Context: an optimization exercise on an open-source flow, tuned for small area, a short achievable clock period and few clock cycles. The choices shown serve that exercise and are no tape-out recipe.
The RTL was checked by simulation tests, not by an equivalence proof against the original design.
No activity file was given, so power comes from the tool's default toggle rates.

==> flow/design.v <==
module multicycle_datapath #(
  parameter int              XLEN     = 32,
  parameter logic [XLEN-1:0] RESET_PC = '0,
  parameter int              NREGS    = 32
) (
  input  logic            clk,
  input  logic            reset,
  output logic            mem_req,
  output logic            mem_we,
  output logic [XLEN-1:0] mem_addr,
  output logic [XLEN-1:0] mem_wdata,
  input  logic            mem_ready,
  input  logic [XLEN-1:0] mem_rdata,
  output logic [XLEN-1:0] pc,
  output logic            retire,
  output logic            halt
);
  localparam int SHW = $clog2(XLEN);
  localparam int RW  = $clog2(NREGS);
  typedef enum logic [2:0] {FETCH, DECODE, EXECUTE, MEM, WB, TRAP} state_t;
  typedef enum logic [2:0] {ALU_ADD, ALU_SUB, ALU_AND, ALU_OR, ALU_SLT, ALU_SLL, ALU_SRL} alu_t;
  state_t state, state_n;
  logic [31:0]     ir;
  logic [XLEN-1:0] a, b, aluout, aluout_n, mdr, tgt, pc_n;
  logic [XLEN-1:0] rf [NREGS];
  logic [6:0] opcode, f7;
  logic [4:0] rd, rs1, rs2;
  logic [2:0] f3;
  assign opcode = ir[6:0];
  assign rd     = ir[11:7];
  assign f3     = ir[14:12];
  assign rs1    = ir[19:15];
  assign rs2    = ir[24:20];
  assign f7     = ir[31:25];
  logic [XLEN-1:0] imm_i, imm_s, imm_b, imm_j;
  assign imm_i = {{(XLEN-12){ir[31]}}, ir[31:20]};
  assign imm_s = {{(XLEN-12){ir[31]}}, ir[31:25], ir[11:7]};
  assign imm_b = {{(XLEN-13){ir[31]}}, ir[31], ir[7], ir[30:25], ir[11:8], 1'b0};
  assign imm_j = {{(XLEN-21){ir[31]}}, ir[31], ir[19:12], ir[20], ir[30:21], 1'b0};
  function automatic logic idx_ok(input logic [4:0] idx);
    idx_ok = ({27'b0, idx} < NREGS);
  endfunction
  function automatic logic [XLEN-1:0] rf_rd(input logic [4:0] idx);
    rf_rd = (idx == 5'd0) ? '0 : rf[idx[RW-1:0]];
  endfunction
  logic is_r, is_lw, is_sw, is_beq, is_jal, legal, use_rs1, use_rs2, use_rd, legal_ok;
  alu_t alu_op;
  always_comb begin
    is_r = 1'b0; is_lw = 1'b0; is_sw = 1'b0; is_beq = 1'b0; is_jal = 1'b0;
    legal = 1'b0; use_rs1 = 1'b0; use_rs2 = 1'b0; use_rd = 1'b0;
    alu_op = ALU_ADD;
    case (opcode)
      7'b0110011: begin
        is_r = 1'b1; use_rs1 = 1'b1; use_rs2 = 1'b1; use_rd = 1'b1;
        case (f3)
          3'b000: begin legal = (f7 == 7'h00) || (f7 == 7'h20); alu_op = f7[5] ? ALU_SUB : ALU_ADD; end
          3'b001: begin legal = (f7 == 7'h00); alu_op = ALU_SLL; end
          3'b010: begin legal = (f7 == 7'h00); alu_op = ALU_SLT; end
          3'b101: begin legal = (f7 == 7'h00); alu_op = ALU_SRL; end
          3'b110: begin legal = (f7 == 7'h00); alu_op = ALU_OR;  end
          3'b111: begin legal = (f7 == 7'h00); alu_op = ALU_AND; end
          default: legal = 1'b0;
        endcase
      end
      7'b0010011: begin
        use_rs1 = 1'b1; use_rd = 1'b1;
        case (f3)
          3'b000: begin legal = 1'b1; alu_op = ALU_ADD; end
          3'b010: begin legal = 1'b1; alu_op = ALU_SLT; end
          3'b110: begin legal = 1'b1; alu_op = ALU_OR;  end
          3'b111: begin legal = 1'b1; alu_op = ALU_AND; end
          default: legal = 1'b0;
        endcase
      end
      7'b0000011: begin is_lw = 1'b1; use_rs1 = 1'b1; use_rd = 1'b1; legal = (f3 == 3'b010); end
      7'b0100011: begin is_sw = 1'b1; use_rs1 = 1'b1; use_rs2 = 1'b1; legal = (f3 == 3'b010); end
      7'b1100011: begin is_beq = 1'b1; use_rs1 = 1'b1; use_rs2 = 1'b1; legal = (f3 == 3'b000); end
      7'b1101111: begin is_jal = 1'b1; use_rd = 1'b1; legal = 1'b1; end
      default: legal = 1'b0;
    endcase
    legal_ok = legal && !(use_rs1 && !idx_ok(rs1)) && !(use_rs2 && !idx_ok(rs2))
                     && !(use_rd && !idx_ok(rd));
  end
  logic [XLEN-1:0] op2, alu_res;
  always_comb begin
    op2     = is_r ? b : imm_i;
    alu_res = '0;
    case (alu_op)
      ALU_ADD: alu_res = a + op2;
      ALU_SUB: alu_res = a - op2;
      ALU_AND: alu_res = a & op2;
      ALU_OR:  alu_res = a | op2;
      ALU_SLT: alu_res[0] = $signed(a) < $signed(op2);
      ALU_SLL: alu_res = a << op2[SHW-1:0];
      ALU_SRL: alu_res = a >> op2[SHW-1:0];
      default: alu_res = '0;
    endcase
  end
  logic acc, done, rf_we;
  logic [XLEN-1:0] rf_wd;
  assign acc = mem_req && mem_ready;
  always_comb begin
    state_n  = state;
    pc_n     = pc;
    aluout_n = aluout;
    done     = 1'b0;
    rf_we    = 1'b0;
    rf_wd    = '0;
    case (state)
      FETCH:   if (acc) state_n = DECODE;
      DECODE:  state_n = legal_ok ? EXECUTE : TRAP;
      EXECUTE: begin
        if (is_lw || is_sw) begin
          aluout_n = a + (is_sw ? imm_s : imm_i);
          state_n  = (aluout_n[1:0] != 2'b00) ? TRAP : MEM;
        end else if (is_beq) begin
          if (a != b) begin
            pc_n = pc + XLEN'(4); done = 1'b1; state_n = FETCH;
          end else if (tgt[1:0] != 2'b00) begin
            state_n = TRAP;
          end else begin
            pc_n = tgt; done = 1'b1; state_n = FETCH;
          end
        end else if (is_jal) begin
          if (tgt[1:0] != 2'b00) state_n = TRAP;
          else begin
            rf_we = 1'b1; rf_wd = pc + XLEN'(4);
            pc_n = tgt; done = 1'b1; state_n = FETCH;
          end
        end else begin
          aluout_n = alu_res;
          state_n  = WB;
        end
      end
      MEM: if (acc) begin
        if (is_sw) begin pc_n = pc + XLEN'(4); done = 1'b1; state_n = FETCH; end
        else state_n = WB;
      end
      WB: begin
        rf_we = 1'b1; rf_wd = is_lw ? mdr : aluout;
        pc_n = pc + XLEN'(4); done = 1'b1; state_n = FETCH;
      end
      default: state_n = TRAP;
    endcase
  end
  always_ff @(posedge clk) begin
    if (!reset) begin
      state <= FETCH; pc <= RESET_PC;
      ir <= '0; a <= '0; b <= '0; aluout <= '0; mdr <= '0; tgt <= '0;
      mem_req <= 1'b0; mem_we <= 1'b0; mem_addr <= '0; mem_wdata <= '0;
      retire <= 1'b0; halt <= 1'b0;
    end else begin
      state  <= state_n;
      pc     <= pc_n;
      aluout <= aluout_n;
      if (state == FETCH && acc) ir <= mem_rdata[31:0];
      if (state == DECODE) begin
        a   <= rf_rd(rs1);
        b   <= rf_rd(rs2);
        tgt <= pc + (is_jal ? imm_j : imm_b);
      end
      if (state == MEM && acc && is_lw) mdr <= mem_rdata;
      mem_req   <= (state_n == FETCH) || (state_n == MEM);
      mem_we    <= (state_n == MEM) && is_sw;
      mem_addr  <= (state_n == FETCH) ? pc_n : ((state_n == MEM) ? aluout_n : '0);
      mem_wdata <= (state_n == MEM) ? b : '0;
      retire    <= done;
      halt      <= (state_n == TRAP);
    end
  end
  always_ff @(posedge clk) begin
    if (reset && rf_we && rd != 5'd0 && idx_ok(rd)) rf[rd[RW-1:0]] <= rf_wd;
  end
endmodule
==> flow/run.sh <==
#!/bin/bash
# synth_recipe.tcl (not shown) runs the flow's synth.tcl, then flattens the netlist and writes it again
# the make line also repeats each setting of config.mk as NAME=value (left out here)
make -C /OpenROAD-flow-scripts/flow DESIGN_CONFIG=/design/flow/config.mk WORK_HOME=/design/flow/orfs CLKGATE_MAP_FILE= SYNTH_SCRIPT=/design/flow/synth_recipe.tcl finish
==> flow/config.mk <==
export PLATFORM = sky130hd
export DESIGN_NAME = multicycle_datapath
export DESIGN_NICKNAME = multicycle_datapath
export VERILOG_FILES = /design/flow/design.v
export SDC_FILE = /design/flow/constraint.sdc
export NUM_CORES = 4
export LEC_CHECK = 0
export CAP_MARGIN = 20
export CORE_MARGIN = 2
export CORE_UTILIZATION = 40
export SLEW_MARGIN = 20
==> flow/constraint.sdc <==
create_clock -name core_clock -period 8.0 [get_ports {clk}]
set_input_delay 1.6000 -clock core_clock [delete_from_list [all_inputs] [get_ports {clk}]]
set_output_delay 1.6000 -clock core_clock [all_outputs]
set_load 0.01 [all_outputs]
==> summary.txt <==
STATUS
-------------------------------------------------------------------------------------------
Status .......................................................................  no timing/DRC/antenna violations

CLOCKING
-------------------------------------------------------------------------------------------
Hold_buf cts .................................................................            0
Number of buffers created by CTS .............................................          145
Clk sink count ...............................................................        1,329
Clock tree root driver cell .................................................. sky130_fd_sc_hd__clkbuf_16
Post-CTS Repair Setup Buffers ................................................            0
Total of cells resized after clock tree synthesis ............................            0
Max clock buf depth ..........................................................            3
Later-pin clock latency in the skew report ...................................       820 ps
Clock Pin Slew Worst Setup and Hold Paths ....................................        60 ps
TritonCTS clock tree .........................................................        built
Count of H-tree levels built during CTS ......................................            4

POWER
-------------------------------------------------------------------------------------------
Standby leakage power ........................................................     27.52 nW
Power per standard cell area ................................................. 193.5 mW/mm2
Max rail drop VDD ............................................................     189.0 uV

DETAILED ROUTING
-------------------------------------------------------------------------------------------
Number of design-rule violations left by the first detailed-router iteration .        6,495
Remaining routing DRC violations .............................................            0
Number of iterations in the first detailed-routing pass ......................            9
Detailed-route via count .....................................................       50,940
Aggregate routed wire length .................................................   269,200 um
Wire length per cell .........................................................     33.96 um
Post-route ant nets ..........................................................            0
Number of vias per cell ......................................................        6.426

STA
-------------------------------------------------------------------------------------------
Clock Skew ...................................................................     45.94 ps
Final clock period utilization by the worst path .............................       77.53%
Worst setup margin ...........................................................      1798 ps
Slew @ Worst Pin .............................................................      1176 ps
RSZ-0062 raised after global routing .........................................        false
Final TNS setup ..............................................................         0 ps
Final hold viol count ........................................................            0
Final Setup Violations .......................................................            0
Final worst path period need .................................................      6202 ps
Relative max-transition margin ...............................................       21.60%
Max Transition Viols Final ...................................................            0
Timing-limited maximum frequency .............................................    161.2 MHz

GLOBAL ROUTING
-------------------------------------------------------------------------------------------
Wire length of the first global-routing pass .................................   375,700 um
Combined global-route utilization of all metal layers ........................       29.37%
GR Util met1 .................................................................       37.87%
Gr ovfl total ................................................................            0
Via count of the first global-routing pass ...................................       49,354
Initial antenna violation count ..............................................            4
Global routing usage on met3 .................................................       5.345%
Most Used Layer, Global Route ................................................         met2
Met2 Use GR ..................................................................       46.36%
Pin count of the biggest net entering global routing .........................           92

CELLS AND AREA
-------------------------------------------------------------------------------------------
Proportion of layout cells with a drive suffix above 1 .......................       21.34%
Final standard cell count with taps included and fillers excluded ............        7,927
Most common cell after layout, fill and taps aside ........................... sky130_fd_sc_hd__edfxtp_1
Final layout net count .......................................................        5,647
Final Cell Area ..............................................................  0.08118 mm2
Area growth from synthesis to layout .........................................       13.75%
Commonest cells after routing, fill and taps aside ........................... sky130_fd_sc_hd__edfxtp_1 (1,024), sky130_fd_sc_hd__mux4_2 (644), sky130_fd_sc_hd__nand2_1 (461)
Fill cell count ..............................................................       15,680
Register Area ................................................................  0.03689 mm2
Footprint of the multi-input gates ...........................................  0.03320 mm2

SYNTH
-------------------------------------------------------------------------------------------
Async set or reset register ratio after synthesis ............................           0%
Cells after synthesis ........................................................        5,350
Flop and latch count out of synthesis ........................................        1,329
Warnings from Yosys ..........................................................            1
Main flop type after synthesis ............................................... sky130_fd_sc_hd__edfxtp_1
Portion of the post-synthesis area used by sequential elements ...............       51.64%
Mean instance size in the synthesized netlist ................................    13.34 um2
Post-synth EDFFs .............................................................        1,024
Post-synth design cell area ..................................................  0.07136 mm2
Post-synthesis cell type count ...............................................          101

PLACEMENT
-------------------------------------------------------------------------------------------
Inst Count DP ................................................................        7,654
Port-buffer cells ............................................................          134
Post-place setup slack .......................................................      2013 ps
Detailed Place HPWL ..........................................................   185,500 um
Cell Area, Placed ............................................................  0.07614 mm2
GPL Wtd Cong .................................................................        1.044

CRITICAL PATH
-------------------------------------------------------------------------------------------
Startpoint of the most critical register-to-register path .................... ir[4]$_SDFFE_PN0P_
Critical path launch point type ..............................................     register
Cells along the critical path ................................................ nor4b_4 -> nand2_2 -> and2_1 -> a21o_1 -> inv_1 -> ha_1 -> inv_1 -> nor4_1 -> a21o_1 -> o21ai_0 -> o21a_1 -> a31oi_1 -> a31oi_1 -> xnor2_1 -> a211oi_1 -> a21oi_1 -> o21ai_1 -> a21oi_1
Critical path data required time .............................................      8680 ps
Biggest fanout along the worst timing path ...................................           21
Critical Setup Path Class .................................................... register to register
Largest stage delay, worst path ..............................................       860 ps
Data arrival, critical path ..................................................      6880 ps
CP Launch Point .............................................................. ir[4]$_SDFFE_PN0P_
Worst setup EP type ..........................................................     register
Crit-path slowest cell ....................................................... sky130_fd_sc_hd__nor4b_4

HOLD PATH
-------------------------------------------------------------------------------------------
Min-Delay Path Class ......................................................... register to register
Min-Delay Startpoint ......................................................... tgt[12]$_SDFFE_PN0N_

DIE
-------------------------------------------------------------------------------------------
Die outline area .............................................................   0.1818 mm2
Area of the core .............................................................   0.1778 mm2
Die Ht .......................................................................     426.4 um
Number of cell rows ..........................................................          155
Boundary pin count ...........................................................          135
Starting density of the core .................................................       40.13%
Die width ....................................................................     426.4 um

JOB
-------------------------------------------------------------------------------------------
Maximum capacitance violations ...............................................            0

==> Yosys cell counts, drive strengths merged (16+ instances only) <==
cell | instances | area [um2]
or3 | 22 | 137.6
xnor2 | 84 | 735.7
o31ai | 20 | 150.1
dfxtp | 305 | 6106
inv | 125 | 469.2
a211oi | 51 | 397.9
a31oi | 32 | 212.7
nand4 | 29 | 181.4
nand2 | 464 | 1752
and3 | 29 | 181.4
edfxtp | 1024 | 30750
a221oi | 18 | 163.9
a22oi | 20 | 150.1
a22o | 19 | 166.4
buf | 115 | 530.5
xor2 | 63 | 551.8
mux2i | 167 | 1672
mux2 | 22 | 247.7
and2 | 63 | 395.4
o21bai | 28 | 214.0
o211ai | 44 | 330.3
a21oi | 387 | 1952
a21o | 88 | 660.6
ha | 159 | 1989
o221ai | 21 | 190.2
nand3 | 91 | 460.4
clkbuf | 260 | 977.2
mux4 | 644 | 14500
nand2b | 24 | 150.1
nor2 | 407 | 1545
o21a | 16 | 120.1
o21ai | 223 | 1154
nor4 | 29 | 193.9
nor3 | 51 | 255.2
o22ai | 44 | 275.3
==> path summary, 6_finish.rpt <==
| check | end | slack (ps) | cells after the start |
|---|---|---|---|
| max | aluout[27]$_SDFF_PN0_ | 1800 | 18 |
| max reg2reg | aluout[27]$_SDFF_PN0_ | 1800 | 18 |
| min | tgt[12]$_SDFFE_PN0N_ | 450 | 2 |
| min reg2reg | tgt[12]$_SDFFE_PN0N_ | 450 | 2 |
==> stage by stage <==
stage / hold slack [ps] / util (%) / total power, mW
after CTS: 454.8 / 45.57 / 15.77
after detailed placement: 448.7 / 42.81 / 8.923
after global placement: 442.3 / 42.81 / 8.935
after floorplan: 430.9 / - / 8.436
after global routing: 469.8 / 45.64 / 16.13
final: 453.1 / 45.65 / 15.70
==> state kept, by name (all words and copies together), names as in the netlist, 3 cells and up, named ones only <==
name / cells
pc: 32
a: 32
state: 3
b: 32
rf: 1024
tgt: 32
mdr: 32
mem_wdata: 32
aluout: 32
mem_addr: 32
ir: 32
==> cell type report <==
class / instances / area share [%]
multi-input combinational: 3550 / 40.90
timing repair buffer: 297 / 3.372
inverter: 127 / 0.5996
sequential: 1329 / 45.44
antenna: 4 / 0.01233
clock buffer: 191 / 4.912
tap: 2355 / 3.630
clock inverter: 74 / 1.130
==> critical path: cells and delay by family (launching register included) <==
family	cells	cell delay [ps]
AOI/OAI and AO/OA	10	2410
and+or+nand+nor	4	2350
DFF	1	450
adders and majority gates	1	350
buffers and inverters	2	290
xor gates and xnor gates	1	190
==> power by group <==
group	switching, mW	total (mW)	internal [mW]
Combinational	0.860	1.35	0.489
Clock	2.89	6.90	4.01
Sequential	0.0941	7.46	7.36
==> kinds of logic (layout without fill, tap and decap cells) <==
| family | after synthesis | count (layout) | share of synthesized area [%] |
|---|---|---|---|
| AOI/OAI and AO/OA | 1128 | 1128 | 10.10 |
| xor gates and xnor gates | 147 | 147 | 1.804 |
| adders and majority gates | 162 | 162 | 2.872 |
| buffers and inverters | 502 | 689 | 2.788 |
| DFF | 1329 | 1329 | 51.64 |
| muxes | 833 | 833 | 23.01 |
| other | 1 | 36 | 0.005255 |
| and+or+nand+nor | 1248 | 1248 | 7.771 |
==> layer usage <==
layer / vias to the layer above / part of all wire (%)
li1: 21267 / -
met1: 26239 / 38
met2: 2797 / 47
met3: 633 / 8.4
met4: 4 / 6.9
met5: - / 0.010
Testbench counts, summed over its fixed seeds: cycles 53,892.

port drivers added, routing unchanged:
No port has a modelled driver above. Below, the same layout with a new extraction and two added sets of constraints.
Step 1, drivers: a clkbuf_16 drives clk and a buf_2 each remaining input, both assumed.
Step 2 moves the port delays by t, midway between the first and last clock arrival at a register: inputs arrive t later, outputs are due t later. That takes back most of the time a late clock gives input paths.
a / b / c = ideal / step 1 / step 2; a / b = the first two.
shift t [ns]: 0.879
setup slack, ns: 1.798 / 1.798 / 1.798
latest minus earliest clock arrival (ns): 0.047 / 0.047
slew at the worst register clock pin (ns): 0.07 / 0.07
cell pins on the clock port's net: 1
After both steps this run still meets setup and hold. The setup slack of this run moves by 0.000 ns with the drivers and by 0.000 ns with both steps.
